This is an optimization exercise on Yosys and OpenROAD, whose aim is small area, a short achievable clock period and few clock cycles, not a production implementation.
Only simulation tests tie the RTL to the original design; equivalence was not proved.
Power and IR drop assume default switching activity.

P:
==> flow/design.v <==
`timescale 1ns / 1ps
`default_nettype none
module bpsb_add #(
  parameter int W = 26
) (
  input  logic [W-1:0] a,
  input  logic [W-1:0] b,
  input  logic         ci,
  output logic [W-1:0] s
);
  localparam int L = $clog2(W);
  logic [W-1:0] p0;
  logic [W-1:0] g [0:L];
  logic [W-1:0] p [0:L];
  logic [W:0]   c;
  assign p0 = a ^ b;
  assign g[0] = a & b;
  assign p[0] = p0;
  for (genvar l = 0; l < L; l++) begin : g_lvl
    for (genvar i = 0; i < W; i++) begin : g_bit
      if (((i >> l) & 1) == 1) begin : g_merge
        localparam int J = ((i >> l) << l) - 1;
        assign g[l+1][i] = g[l][i] | (p[l][i] & g[l][J]);
        assign p[l+1][i] = p[l][i] & p[l][J];
      end else begin : g_pass
        assign g[l+1][i] = g[l][i];
        assign p[l+1][i] = p[l][i];
      end
    end
  end
  assign c[0] = ci;
  for (genvar i = 0; i < W; i++) begin : g_carry
    assign c[i+1] = g[L][i] | (p[L][i] & ci);
  end
  assign s = p0 ^ c[W-1:0];
endmodule
`default_nettype wire
`timescale 1ns / 1ps
`default_nettype none
module bmp_pixel_stream_blitter_core (
  input  logic        clk,
  input  logic        rst,
  input  logic        pixels_valid,
  output logic        pixels_ready,
  input  logic [7:0]  pixels_pixel_byte,
  input  logic        pixels_image_start,
  output logic        writes_valid,
  input  logic        writes_ready,
  output logic [25:0] writes_write_address,
  output logic [31:0] writes_write_data,
  output logic        writes_final_write,
  input  logic        cfg_write,
  input  logic [2:0]  cfg_index,
  input  logic [19:0] cfg_data
);
  logic        c_depth;
  logic [12:0] c_w;
  logic        c_neg;
  logic [12:0] c_h;
  logic [11:0] c_xo;
  logic [11:0] c_yo;
  logic [12:0] c_px;       
  logic [12:0] c_pitch;
  logic [19:0] c_sh;
  logic        depth_n;
  assign depth_n = rst ? 1'b0 : (cfg_write && cfg_index == 3'd0) ? cfg_data[0] : c_depth;
  assign c_pitch = c_px ^ {13{!c_neg}};
  logic [12:0] hneg;
  logic [12:0] heff;
  assign hneg = ~cfg_data[12:0] + 13'd1;
  always_comb begin
    if (cfg_data[13]) heff = cfg_data[12] ? hneg : 13'd4096;
    else heff = (cfg_data[12] && cfg_data[11:0] != 12'd0) ? 13'd4096 : cfg_data[12:0];
  end
  always_ff @(posedge clk) begin
    if (rst) begin
      c_depth <= 1'b0;
      c_w <= '0;
      c_neg <= 1'b0;
      c_h <= '0;
      c_xo <= '0;
      c_yo <= '0;
      c_px <= 13'h1ffe;
      c_sh <= '0;
    end else if (cfg_write) begin
      case (cfg_index)
        3'd0: c_depth <= cfg_data[0];
        3'd1: c_w <= (cfg_data[12] && (cfg_data[11:0] != 12'd0)) ? 13'd4096 : cfg_data[12:0];
        3'd2: begin
          c_neg <= cfg_data[13];
          c_px <= c_px ^ {13{c_neg ^ cfg_data[13]}};
          c_h <= heff;
        end
        3'd3: c_xo <= cfg_data[11:0];
        3'd4: c_yo <= cfg_data[11:0];
        3'd5: c_px <= cfg_data[12:0] ^ {13{!c_neg}};
        3'd6: c_sh <= cfg_data[19:0];
        default: ;
      endcase
    end
  end
  logic trig;
  assign trig = cfg_write && (cfg_index >= 3'd2) && (cfg_index <= 3'd5);
  logic [1:0]  pos;        
  logic [7:0]  raw0, raw1, raw2;
  logic [1:0]  k;          
  logic [11:0] col;
  logic [12:0] row;
  logic [1:0]  pad;
  logic        idle;
  logic        wv;
  logic        wfin;
  logic [31:0] wdata;
  logic [25:0] waddr;
  logic        addr_ok;    
  logic [25:0] rb;         
  logic [25:0] rb0;        
  logic        busy;       
  logic        m_w;        
  logic        m_h;        
  logic        m_x;        
  logic        phb;        
  logic [3:0]  cnt;
  assign writes_valid = wv;
  assign writes_final_write = wfin;
  assign writes_write_data = wdata;
  assign writes_write_address = waddr;
  logic st_pad;        
  logic st_full;       
  logic ns_data;       
  logic ns_comp;       
  logic ns_pad;        
  logic s_idle;        
  logic lim_eq;        
  logic k_lt;          
  logic can_complete;
  logic accept;
  logic start;
  logic out_free;
  assign st_pad = (pad != 2'd0);
  assign st_full = c_depth ? (pos == 2'd3) : pos[1];
  assign ns_data = !idle && !st_pad && !st_full;
  assign ns_comp = !idle && !st_pad && st_full;
  assign ns_pad = !idle && st_pad;
  assign s_idle = (c_w == 13'd0) || (c_h == 13'd0);
  assign lim_eq = (!c_depth && pos == 2'd3) ? (k == 2'd2) : (k == pos);
  assign k_lt = !lim_eq;
  assign can_complete = !wv && addr_ok && !busy && lim_eq;
  logic rdy;
  assign pixels_ready = rdy;
  assign accept = pixels_valid && pixels_ready;
  assign start = accept && pixels_image_start;
  assign out_free = !wv || writes_ready;
  logic is_data;      
  logic is_comp;      
  assign is_data = accept && !pixels_image_start && ns_data;
  assign is_comp = accept && !pixels_image_start && ns_comp;
  logic [12:0] col_inc;
  logic [13:0] row_inc;
  logic        row_end;
  logic        img_end;
  assign col_inc = {1'b0, col} + 13'd1;
  assign row_inc = {1'b0, row} + 14'd1;
  always_ff @(posedge clk) begin
    row_end <= col_inc >= c_w;
    img_end <= row_inc >= {1'b0, c_h};
  end
  logic [1:0] pos_n;
  logic [1:0] pad_n;
  logic       idle_n;
  always_comb begin
    pos_n = pos;
    pad_n = pad;
    idle_n = idle;
    if (rst) begin
      pos_n = '0;
      idle_n = 1'b1;
      pad_n = '0;
    end else if (accept) begin
      if (pixels_image_start) begin
        pos_n = s_idle ? 2'd0 : 2'd1;
        pad_n = '0;
        idle_n = s_idle;
      end else if (ns_pad) begin
        pad_n = pad - 2'd1;
      end else if (ns_data) begin
        pos_n = pos + 2'd1;
      end else if (ns_comp) begin
        pos_n = 2'd0;
        if (row_end) begin
          if (img_end) idle_n = 1'b1;
          else pad_n = c_depth ? 2'd0 : c_w[1:0];
        end
      end
    end
  end
  always_ff @(posedge clk) begin
    pos <= pos_n;
    pad <= pad_n;
    idle <= idle_n;
    if (accept) begin
      if (pixels_image_start) begin
        col <= '0;
        row <= '0;
      end else if (!ns_pad && !ns_data && ns_comp) begin
        if (row_end) begin
          col <= '0;
          row <= row_inc[12:0];
        end else begin
          col <= col_inc[11:0];
        end
      end
    end
  end
  always_ff @(posedge clk) begin
    if (start ? !s_idle : is_data) begin
      case (start ? 2'd0 : pos)
        2'd0: raw0 <= pixels_pixel_byte;
        2'd1: raw1 <= pixels_pixel_byte;
        default: raw2 <= pixels_pixel_byte;
      endcase
    end
  end
  logic [1:0]  ch;
  logic [7:0]  held;
  logic [7:0]  sh_in;
  logic [4:0]  sh_amt;
  logic [31:0] placed;
  logic        place_new;
  logic        place_old;
  assign ch = (st_full && lim_eq) ? (c_depth ? 2'd3 : 2'd2) : k;
  always_comb begin
    case (k)
      2'd0: held = raw0;
      2'd1: held = raw1;
      default: held = raw2;
    endcase
    case (ch)
      2'd0: sh_amt = c_sh[4:0];
      2'd1: sh_amt = c_sh[9:5];
      2'd2: sh_amt = c_sh[14:10];
      default: sh_amt = c_sh[19:15];
    endcase
  end
  assign sh_in = (start || lim_eq) ? pixels_pixel_byte : held;
  assign placed = {24'd0, sh_in} << sh_amt;
  assign place_new = out_free && (start ? (!s_idle && k == 2'd0) : (is_data && lim_eq));
  assign place_old = out_free && k_lt && !start;
  always_ff @(posedge clk) begin
    if (is_comp || place_new || place_old) begin
      wdata <= (k == 2'd0 ? 32'd0 : wdata) | placed;
    end
  end
  logic [1:0] k_n;
  always_comb begin
    if (rst || cfg_write || is_comp) begin
      k_n = '0;
    end else if (place_new || place_old) begin
      k_n = k + 2'd1;
    end else if (start) begin
      k_n = '0;
    end else begin
      k_n = k;
    end
  end
  always_ff @(posedge clk) k <= k_n;
  logic wv_n;
  assign wv_n = rst ? 1'b0 : is_comp ? 1'b1 : writes_ready ? 1'b0 : wv;
  always_ff @(posedge clk) wv <= wv_n;
  always_ff @(posedge clk) begin
    if (is_comp) wfin <= row_end && img_end;
  end
  logic [14:0] y;
  logic [14:0] y_r;
  logic [12:0] yr;
  logic        pbit;
  logic [25:0] add_a;
  logic [25:0] add_b;
  logic        add_c;
  logic [25:0] sum;
  logic        upd;
  assign yr = phb ? row : 13'd0;
  logic [14:0] yo2;
  logic [14:0] yh2;
  logic [14:0] yr2;
  logic [14:0] ys;
  logic [14:0] yc;
  assign yo2 = {3'd0, c_yo};
  assign yh2 = c_neg ? 15'd0 : {2'd0, c_h};
  assign yr2 = c_neg ? {2'd0, yr} : {2'b11, ~yr};
  assign ys = yo2 ^ yh2 ^ yr2;
  assign yc = (yo2 & yh2) | (yo2 & yr2) | (yh2 & yr2);
  bpsb_add #(.W(15)) u_yadd (.a(ys), .b({yc[13:0], 1'b0}), .ci(1'b0), .s(y));
  always_ff @(posedge clk) begin
    y_r <= y;
    pbit <= c_pitch[m_w ? 4'd12 : (cnt - 4'd1)];
  end
  logic sel_y, sel_x, sel_c, sel_p;
  assign sel_y = m_h && pbit;
  assign sel_x = m_x;
  assign sel_c = !busy && !addr_ok;
  assign sel_p = !busy && addr_ok;
  assign add_a = m_h ? {rb[24:0], 1'b0} : rb;
  assign add_b = ({26{sel_y}} & {{11{y_r[14]}}, y_r})
               | ({26{sel_x}} & {14'd0, c_xo})
               | ({26{sel_c}} & {14'd0, col})
               | ({26{sel_p}} & {{13{!c_neg}}, c_px});
  assign add_c = sel_p && !c_neg;
  bpsb_add #(.W(26)) u_add (.a(add_a), .b(add_b), .ci(add_c), .s(sum));
  assign upd = !busy && !addr_ok && out_free;
  always_ff @(posedge clk) begin
    if (rst) begin
      busy <= 1'b0;
      m_w <= 1'b0;
      m_h <= 1'b0;
      m_x <= 1'b0;
    end else if (trig) begin
      busy <= 1'b1;
      m_w <= 1'b1;
      m_h <= 1'b0;
      m_x <= 1'b0;
      phb <= 1'b0;
    end else if (busy && phb && start) begin
      busy <= 1'b0;
      m_w <= 1'b0;
      m_h <= 1'b0;
      m_x <= 1'b0;
      rb <= rb0;
    end else if (m_w) begin
      rb <= '0;
      m_w <= 1'b0;
      m_h <= 1'b1;
      cnt <= 4'd12;
    end else if (m_h) begin
      rb <= sum;
      cnt <= cnt - 4'd1;
      if (cnt == 4'd0) begin
        m_h <= 1'b0;
        m_x <= 1'b1;
      end
    end else if (m_x) begin
      rb <= sum;
      m_x <= 1'b0;
      busy <= 1'b0;
      if (!phb) begin
        rb0 <= sum;
        if (!start && !idle && row != 13'd0) begin
          busy <= 1'b1;
          m_w <= 1'b1;
          phb <= 1'b1;
        end
      end
    end else if (start) begin
      rb <= rb0;
    end else if (is_comp && row_end) begin
      rb <= sum;
    end
  end
  logic addr_ok_n;
  assign addr_ok_n = (rst || trig || start || is_comp || busy) ? 1'b0 : upd ? 1'b1 : addr_ok;
  always_ff @(posedge clk) addr_ok <= addr_ok_n;
  logic busy_n;
  assign busy_n = !rst && (trig || (busy && !(phb && start) && !(m_x && !(!phb && !start && !idle && row != 13'd0))));
  logic st_full_n;
  logic lim_eq_n;
  assign st_full_n = depth_n ? (pos_n == 2'd3) : pos_n[1];
  assign lim_eq_n = (!depth_n && pos_n == 2'd3) ? (k_n == 2'd2) : (k_n == pos_n);
  always_ff @(posedge clk) begin
    rdy <= !(!idle_n && pad_n == 2'd0 && st_full_n)
           || (!wv_n && addr_ok_n && !busy_n && lim_eq_n && !cfg_write);
  end
  always_ff @(posedge clk) begin
    if (upd) waddr <= sum;
  end
endmodule
`default_nettype wire
Settings: LEC_CHECK=0, CAP_MARGIN=20, CORE_MARGIN=2, CORE_UTILIZATION=40, CTS_BUF_LIST=sky130_fd_sc_hd__clkbuf_8, CTS_CLUSTER_SIZE=30, SETUP_SLACK_MARGIN=4.8, SLEW_MARGIN=20; clock period 8.0 ns.
run.sh (not shown) runs the stock make flow with config.mk's settings and CLKGATE_MAP_FILE= SYNTH_SCRIPT=/design/flow/synth_recipe.tcl, a recipe that flattens the netlist after the stock synthesis.
Testbench counts of P, summed over its fixed seeds: cycles 38,607.
Modified inputs, Q compared to P
--- a/flow/design.v
+++ b/flow/design.v
@@ -65,11 +65,22 @@
   logic        depth_n;
   assign depth_n = rst ? 1'b0 : (cfg_write && cfg_index == 3'd0) ? cfg_data[0] : c_depth;
   assign c_pitch = c_px ^ {13{!c_neg}};
   logic [12:0] hneg;
   logic [12:0] heff;
-  assign hneg = ~cfg_data[12:0] + 13'd1;
+  logic [12:0] hor [0:4];
+  assign hor[0] = cfg_data[12:0];
+  for (genvar l = 0; l < 4; l++) begin : g_hor
+    for (genvar i = 0; i < 13; i++) begin : g_b
+      if (i >= (1 << l)) begin : g_m
+        assign hor[l+1][i] = hor[l][i] | hor[l][i - (1 << l)];
+      end else begin : g_p
+        assign hor[l+1][i] = hor[l][i];
+      end
+    end
+  end
+  assign hneg = cfg_data[12:0] ^ {hor[4][11:0], 1'b0};
   always_comb begin
     if (cfg_data[13]) heff = cfg_data[12] ? hneg : 13'd4096;
     else heff = (cfg_data[12] && cfg_data[11:0] != 12'd0) ? 13'd4096 : cfg_data[12:0];
   end
   always_ff @(posedge clk) begin
@@ -115,10 +126,11 @@
   logic        addr_ok;    
   logic [25:0] rb;         
   logic [25:0] rb0;        
   logic        busy;       
   logic        m_w;        
+  logic        m_w2;       
   logic        m_h;        
   logic        m_x;        
   logic        phb;        
   logic [3:0]  cnt;
   assign writes_valid = wv;
@@ -157,15 +169,19 @@
   assign is_comp = accept && !pixels_image_start && ns_comp;
   logic [12:0] col_inc;
   logic [13:0] row_inc;
   logic        row_end;
   logic        img_end;
-  assign col_inc = {1'b0, col} + 13'd1;
-  assign row_inc = {1'b0, row} + 14'd1;
+  bpsb_add #(.W(13)) u_cinc (.a({1'b0, col}), .b(13'd0), .ci(1'b1), .s(col_inc));
+  bpsb_add #(.W(14)) u_rinc (.a({1'b0, row}), .b(14'd0), .ci(1'b1), .s(row_inc));
+  logic [13:0] cw_d;
+  logic [13:0] ch_d;
+  bpsb_add #(.W(14)) u_cwc (.a({1'b0, col_inc}), .b({1'b1, ~c_w}), .ci(1'b1), .s(cw_d));
+  bpsb_add #(.W(14)) u_chc (.a(row_inc), .b({1'b1, ~c_h}), .ci(1'b1), .s(ch_d));
   always_ff @(posedge clk) begin
-    row_end <= col_inc >= c_w;
-    img_end <= row_inc >= {1'b0, c_h};
+    row_end <= !cw_d[13];
+    img_end <= !ch_d[13];
   end
   logic [1:0] pos_n;
   logic [1:0] pad_n;
   logic       idle_n;
   always_comb begin
@@ -278,24 +294,17 @@
   logic [25:0] add_b;
   logic        add_c;
   logic [25:0] sum;
   logic        upd;
   assign yr = phb ? row : 13'd0;
-  logic [14:0] yo2;
-  logic [14:0] yh2;
-  logic [14:0] yr2;
-  logic [14:0] ys;
-  logic [14:0] yc;
-  assign yo2 = {3'd0, c_yo};
-  assign yh2 = c_neg ? 15'd0 : {2'd0, c_h};
-  assign yr2 = c_neg ? {2'd0, yr} : {2'b11, ~yr};
-  assign ys = yo2 ^ yh2 ^ yr2;
-  assign yc = (yo2 & yh2) | (yo2 & yr2) | (yh2 & yr2);
-  bpsb_add #(.W(15)) u_yadd (.a(ys), .b({yc[13:0], 1'b0}), .ci(1'b0), .s(y));
+  logic [12:0] ya;
+  bpsb_add #(.W(13)) u_ya (.a({1'b0, c_yo}), .b(c_neg ? 13'd0 : c_h), .ci(1'b0), .s(ya));
+  bpsb_add #(.W(15)) u_yb (.a(y_r), .b(c_neg ? {2'd0, yr} : {2'b11, ~yr}), .ci(1'b0), .s(y));
   always_ff @(posedge clk) begin
-    y_r <= y;
-    pbit <= c_pitch[m_w ? 4'd12 : (cnt - 4'd1)];
+    if (m_w) y_r <= {2'd0, ya};
+    else if (m_w2) y_r <= y;
+    pbit <= c_pitch[m_w2 ? 4'd12 : (cnt - 4'd1)];
   end
   logic sel_y, sel_x, sel_c, sel_p;
   assign sel_y = m_h && pbit;
   assign sel_x = m_x;
   assign sel_c = !busy && !addr_ok;
@@ -310,27 +319,33 @@
   assign upd = !busy && !addr_ok && out_free;
   always_ff @(posedge clk) begin
     if (rst) begin
       busy <= 1'b0;
       m_w <= 1'b0;
+      m_w2 <= 1'b0;
       m_h <= 1'b0;
       m_x <= 1'b0;
     end else if (trig) begin
       busy <= 1'b1;
       m_w <= 1'b1;
+      m_w2 <= 1'b0;
       m_h <= 1'b0;
       m_x <= 1'b0;
       phb <= 1'b0;
     end else if (busy && phb && start) begin
       busy <= 1'b0;
       m_w <= 1'b0;
+      m_w2 <= 1'b0;
       m_h <= 1'b0;
       m_x <= 1'b0;
       rb <= rb0;
     end else if (m_w) begin
       rb <= '0;
       m_w <= 1'b0;
+      m_w2 <= 1'b1;
+    end else if (m_w2) begin
+      m_w2 <= 1'b0;
       m_h <= 1'b1;
       cnt <= 4'd12;
     end else if (m_h) begin
       rb <= sum;
       cnt <= cnt - 4'd1;
NOTE power per cell area P->Q increased slightly. Q against P: met2 global-route usage went up by 0.59 points; sequential cell count went up by 1; sequential share of the synthesized area went up by 0.73 points; delay contributed by the slowest stage of the critical path went up by 0.25 ns; total routing usage reported by global routing went up by 0.21 points. Relative to P, met1 usage decreased by 0.26 points in Q. Comparing die area for Q and P, the smaller number came from P. Cmp Q vs P: pin count of the biggest net entering global routing lower in Q. Going from P to Q, the final standard cell area without fillers was found to have gone down by 200 sq um. Per the comparison of Q with P, portion of netlist area occupied by mux cells neither gained nor lost much; non-clock buffer count -21; parity-gate share of the synthesized area counting xor and xnor cells went down by 0.35 points.
Testbench counts of Q, summed over its fixed seeds: cycles 38,680.

what the ideal ports hide:
The results above use ideal ports. As a check the final layouts listed here were re-extracted and re-timed, cells and wires unchanged. Step 1, drivers: a clkbuf_16 drives clk and a buf_2 each remaining input, both assumed. Step 2 moves the port delays by t, midway between the first and last clock arrival at a register: inputs arrive t later, outputs are due t later. That takes back most of the time a late clock gives input paths. Slacks: ideal / step 1 / step 2; pairs: ideal / step 1.
run	t, ns	setup WS [ns]	clock arrival spread, ns
P	0.671	4.524 / 4.525 / 3.855	0.022 / 0.021
Q	0.671	4.835 / 4.806 / 4.187	0.029 / 0.029
After both steps every run listed still meets setup and hold. The setup slack of P, which loses most, moves by +0.001 ns with the drivers and by -0.669 ns with both steps.
